What follows belongs to an exercise in optimizing a design on an open flow for small area; a production flow would make more cautious choices. Function was checked by simulation only, so behaviour that the tests miss may differ from the original.

## alpha
==> module strassenControl, before the edit <==
module strassenControl (
    input  wire logic          clk,
    input  wire logic          reset,
    input  wire logic          start,
    input  wire logic [3:0]    mode,
    output logic               done,
    output logic               ldSnap,       
    output logic               ldVis,        
    output logic               sel2,         
    output strassenPkg::stateT state
);
    strassenPkg::stateT nextState;
    always_ff @(posedge clk or posedge reset) begin
        if (reset) state <= strassenPkg::stIdle;
        else       state <= nextState;
    end
    always_comb begin
        nextState = state;
        case (state)
            strassenPkg::stIdle:  if (start) nextState = strassenPkg::stCheck;
            strassenPkg::stCheck: begin
                if (mode == strassenPkg::modeBrute)
                    nextState = strassenPkg::stSel2;
                else if (mode == strassenPkg::modeStrassen)
                    nextState = strassenPkg::stSel4;
            end
            strassenPkg::stSel2:  nextState = strassenPkg::stBrute;
            strassenPkg::stBrute: nextState = strassenPkg::stLoadC;
            strassenPkg::stSel4:  nextState = strassenPkg::stSlice;
            strassenPkg::stSlice: nextState = strassenPkg::stCalc1;
            strassenPkg::stCalc1: nextState = strassenPkg::stCalc2;
            strassenPkg::stCalc2: nextState = strassenPkg::stComb1;
            strassenPkg::stComb1: nextState = strassenPkg::stComb2;
            strassenPkg::stComb2: nextState = strassenPkg::stLoadC;
            strassenPkg::stLoadC: nextState = strassenPkg::stDone;
            strassenPkg::stDone:  nextState = strassenPkg::stIdle;
            default:              nextState = strassenPkg::stIdle;
        endcase
    end
    assign sel2   = (state == strassenPkg::stSel2);
    assign ldSnap = (state == strassenPkg::stSel2) || (state == strassenPkg::stSel4);
    assign ldVis  = (state == strassenPkg::stLoadC);
    assign done   = (state == strassenPkg::stDone);
endmodule
==> module matrixMemory, before the edit <==
module matrixMemory (
    input  wire logic                               clk,
    input  wire logic                               reset,
    input  wire logic                               memWrite,
    input  wire logic                               memSelB,     
    input  wire logic [strassenPkg::idxWidth-1:0]   memRow,
    input  wire logic [strassenPkg::idxWidth-1:0]   memCol,
    input  wire strassenPkg::elemT                  memData,
    input  wire logic                               ldSnap,
    input  wire logic                               ldVis,
    input  wire logic                               sel2,
    output logic [strassenPkg::matDim-1:0][strassenPkg::matDim-1:0][strassenPkg::elemWidth-1:0] visA,
    output logic [strassenPkg::matDim-1:0][strassenPkg::matDim-1:0][strassenPkg::elemWidth-1:0] visB,
    output logic                                    visValid,    
    output logic                                    vis2         
);
    logic [strassenPkg::matDim-1:0][strassenPkg::matDim-1:0][strassenPkg::elemWidth-1:0] memA, memB;
    logic [strassenPkg::matDim-1:0][strassenPkg::matDim-1:0][strassenPkg::elemWidth-1:0] snapA, snapB;
    logic snap2;
    logic [strassenPkg::matDim-1:0][strassenPkg::matDim-1:0] weA, weB;
    always_comb begin
        for (int i = 0; i < strassenPkg::matDim; i++) begin
            for (int j = 0; j < strassenPkg::matDim; j++) begin
                weA[i][j] = memWrite && !memSelB && memRow == i && memCol == j;
                weB[i][j] = memWrite &&  memSelB && memRow == i && memCol == j;
            end
        end
    end
    always_ff @(posedge clk) begin
        for (int i = 0; i < strassenPkg::matDim; i++) begin
            for (int j = 0; j < strassenPkg::matDim; j++) begin
                if (weA[i][j]) memA[i][j] <= memData;
                if (weB[i][j]) memB[i][j] <= memData;
            end
        end
    end
    always_ff @(posedge clk) begin
        if (ldSnap) begin
            snapA <= memA;
            snapB <= memB;
            snap2 <= sel2;
        end
    end
    always_ff @(posedge clk) begin
        if (ldVis) begin
            visA <= snapA;
            visB <= snapB;
            vis2 <= snap2;
        end
    end
    always_ff @(posedge clk or posedge reset) begin
        if (reset)      visValid <= 1'b0;
        else if (ldVis) visValid <= 1'b1;
    end
endmodule
==> module strassenTop, before the edit <==
module strassenTop (
    input  wire logic                                clk,
    input  wire logic                                reset,
    input  wire logic                                start,
    input  wire logic [3:0]                          mode,
    input  wire logic                                memWrite,
    input  wire logic                                memSelB,
    input  wire logic [strassenPkg::idxWidth-1:0]    memRow,
    input  wire logic [strassenPkg::idxWidth-1:0]    memCol,
    input  wire strassenPkg::elemT                   memData,
    input  wire logic [strassenPkg::addrWidth-1:0]   resultAddr,
    output logic                                     done,
    output strassenPkg::stateT                       state,
    output strassenPkg::resultT                      resultOut
);
    logic ldSnap, ldVis, sel2, visValid, vis2;
    logic [strassenPkg::matDim-1:0][strassenPkg::matDim-1:0][strassenPkg::elemWidth-1:0] visA, visB;
    strassenControl i_strassenControl (
        .clk    (clk),
        .reset  (reset),
        .start  (start),
        .mode   (mode),
        .done   (done),
        .ldSnap (ldSnap),
        .ldVis  (ldVis),
        .sel2   (sel2),
        .state  (state)
    );
    matrixMemory i_matrixMemory (
        .clk      (clk),
        .reset    (reset),
        .memWrite (memWrite),
        .memSelB  (memSelB),
        .memRow   (memRow),
        .memCol   (memCol),
        .memData  (memData),
        .ldSnap   (ldSnap),
        .ldVis    (ldVis),
        .sel2     (sel2),
        .visA     (visA),
        .visB     (visB),
        .visValid (visValid),
        .vis2     (vis2)
    );
    strassenDatapath i_strassenDatapath (
        .visA       (visA),
        .visB       (visB),
        .visValid   (visValid),
        .vis2       (vis2),
        .resultAddr (resultAddr),
        .resultOut  (resultOut)
    );
endmodule
==> flow/config.mk <==
export PLATFORM = sky130hd
export DESIGN_NAME = strassenTop
export DESIGN_NICKNAME = strassenTop
export VERILOG_FILES = /design/flow/design.v
export SDC_FILE = /design/flow/constraint.sdc
export NUM_CORES = 4
export LEC_CHECK = 0
export CAP_MARGIN = 0
export CORE_MARGIN = 2
export CORE_UTILIZATION = 60
export GPL_TIMING_DRIVEN = 0
export SLEW_MARGIN = 0
export SYNTH_HIERARCHICAL = 1
==> flow/constraint.sdc <==
create_clock -name core_clock -period 10.0 [get_ports {clk}]
set_input_delay 2.0000 -clock core_clock [delete_from_list [all_inputs] [get_ports {clk}]]
set_output_delay 2.0000 -clock core_clock [all_outputs]
set_load 0.01 [all_outputs]
standard.sh (not shown) runs the stock make flow with config.mk's settings and CLKGATE_MAP_FILE= SYNTH_SCRIPT=/design/flow/synth_recipe.tcl, a recipe that flattens the netlist after the stock synthesis.
==> flow/flow/run.sh <==
#!/bin/bash
# Standard layout, with two changes: the clock tree uses larger sink clusters and no
# dummy loads, and the port buffers are the smallest buffer cell.
set -euo pipefail
CTS="-sink_clustering_enable -repair_clock_nets -dont_use_dummy_load"
CTS="$CTS -sink_clustering_size ${FLOW_CTS_SIZE:-20} -sink_clustering_max_diameter ${FLOW_CTS_DIAM:-120}"
CTS="$CTS -buf_list sky130_fd_sc_hd__clkbuf_8"
bash standard.sh "CTS_ARGS=$CTS" "BUFFER_PORTS_ARGS=-buffer_cell sky130_fd_sc_hd__buf_1" finish > standard.log 2>&1
alpha completed every stage of the flow, and the final layout passed the timing, DRC and antenna checks.
> inputs changed (alpha -> beta)
-- flow/design.v --
<<< alpha, line 259
    output logic               ldSnap,       
    output logic               ldVis,        
    output logic               sel2,         
    output strassenPkg::stateT state
);
>>> beta, line 259
    output logic               ldSnap,       
    output logic               ldVis,        
    output logic               inBrute,      
    output strassenPkg::stateT state
);
<<< alpha, line 290
        endcase
    end
    assign sel2   = (state == strassenPkg::stSel2);
    assign ldSnap = (state == strassenPkg::stSel2) || (state == strassenPkg::stSel4);
    assign ldVis  = (state == strassenPkg::stLoadC);
>>> beta, line 290
        endcase
    end
    assign inBrute = (state == strassenPkg::stBrute);
    assign ldSnap = (state == strassenPkg::stSel2) || (state == strassenPkg::stSel4);
    assign ldVis  = (state == strassenPkg::stLoadC);
<<< alpha, line 308
    input  wire logic                               ldSnap,
    input  wire logic                               ldVis,
    input  wire logic                               sel2,
    output logic [strassenPkg::matDim-1:0][strassenPkg::matDim-1:0][strassenPkg::elemWidth-1:0] visA,
    output logic [strassenPkg::matDim-1:0][strassenPkg::matDim-1:0][strassenPkg::elemWidth-1:0] visB,
>>> beta, line 308
    input  wire logic                               ldSnap,
    input  wire logic                               ldVis,
    input  wire logic                               inBrute,
    output logic [strassenPkg::matDim-1:0][strassenPkg::matDim-1:0][strassenPkg::elemWidth-1:0] visA,
    output logic [strassenPkg::matDim-1:0][strassenPkg::matDim-1:0][strassenPkg::elemWidth-1:0] visB,
<<< alpha, line 317
    logic [strassenPkg::matDim-1:0][strassenPkg::matDim-1:0][strassenPkg::elemWidth-1:0] snapA, snapB;
    logic snap2;
    logic [strassenPkg::matDim-1:0][strassenPkg::matDim-1:0] weA, weB;
    always_comb begin
>>> beta, line 317
    logic [strassenPkg::matDim-1:0][strassenPkg::matDim-1:0][strassenPkg::elemWidth-1:0] snapA, snapB;
    logic snap2;
    always_ff @(posedge clk) snap2 <= inBrute;
    logic [strassenPkg::matDim-1:0][strassenPkg::matDim-1:0] weA, weB;
    always_comb begin
<<< alpha, line 338
            snapA <= memA;
            snapB <= memB;
            snap2 <= sel2;
        end
    end
>>> beta, line 339
            snapA <= memA;
            snapB <= memB;
        end
    end
<<< alpha, line 371
    output strassenPkg::resultT                      resultOut
);
    logic ldSnap, ldVis, sel2, visValid, vis2;
    logic [strassenPkg::matDim-1:0][strassenPkg::matDim-1:0][strassenPkg::elemWidth-1:0] visA, visB;
    strassenControl i_strassenControl (
>>> beta, line 371
    output strassenPkg::resultT                      resultOut
);
    logic ldSnap, ldVis, inBrute, visValid, vis2;
    logic [strassenPkg::matDim-1:0][strassenPkg::matDim-1:0][strassenPkg::elemWidth-1:0] visA, visB;
    strassenControl i_strassenControl (
<<< alpha, line 381
        .ldSnap (ldSnap),
        .ldVis  (ldVis),
        .sel2   (sel2),
        .state  (state)
    );
>>> beta, line 381
        .ldSnap (ldSnap),
        .ldVis  (ldVis),
        .inBrute (inBrute),
        .state  (state)
    );
<<< alpha, line 394
        .ldSnap   (ldSnap),
        .ldVis    (ldVis),
        .sel2     (sel2),
        .visA     (visA),
        .visB     (visB),
>>> beta, line 394
        .ldSnap   (ldSnap),
        .ldVis    (ldVis),
        .inBrute  (inBrute),
        .visA     (visA),
        .visB     (visB),
Results
Between beta and alpha, the synthesized cell count does not differ in any meaningful way. beta drops fewer vias than alpha. Changes observed in beta relative to alpha: maximum achievable frequency now sits higher; portion of the clock cycle consumed by the worst path in the final layout went down by 0.66 points; share of cell area taken by multi-input logic gates comparable; data arrival at the endpoint of the critical path fell by 0.07 ns.

[what the ideal ports hide]
The results above use ideal ports. As a check the final layouts listed here were re-extracted and re-timed, cells and wires unchanged. Step 1 (the two cells are an assumption about what drives the block):
set clk [get_ports {clk}]
set_driving_cell -lib_cell sky130_fd_sc_hd__clkbuf_16 $clk
set_driving_cell -lib_cell sky130_fd_sc_hd__buf_2 [delete_from_list [all_inputs] $clk]
Step 2 also shifts input and output timing later by t, the mid clock arrival at the registers, as if the neighbouring blocks saw the same clock. Slacks: no drivers / after step 1 / after step 2; pairs: no drivers / after step 1.
run	t (ns)	slack for setup (ns)	worst register clock-pin slew, ns	cell pins on the clock port's net
alpha	0.593	0.205 / 0.180 / 0.180	0.12 / 0.12	1
beta	0.585	0.271 / 0.249 / 0.249	0.12 / 0.12	1
After both steps setup and hold are still met in every run listed. The setup slack of alpha, which loses most, moves by -0.025 ns with the drivers and by -0.025 ns with both steps.
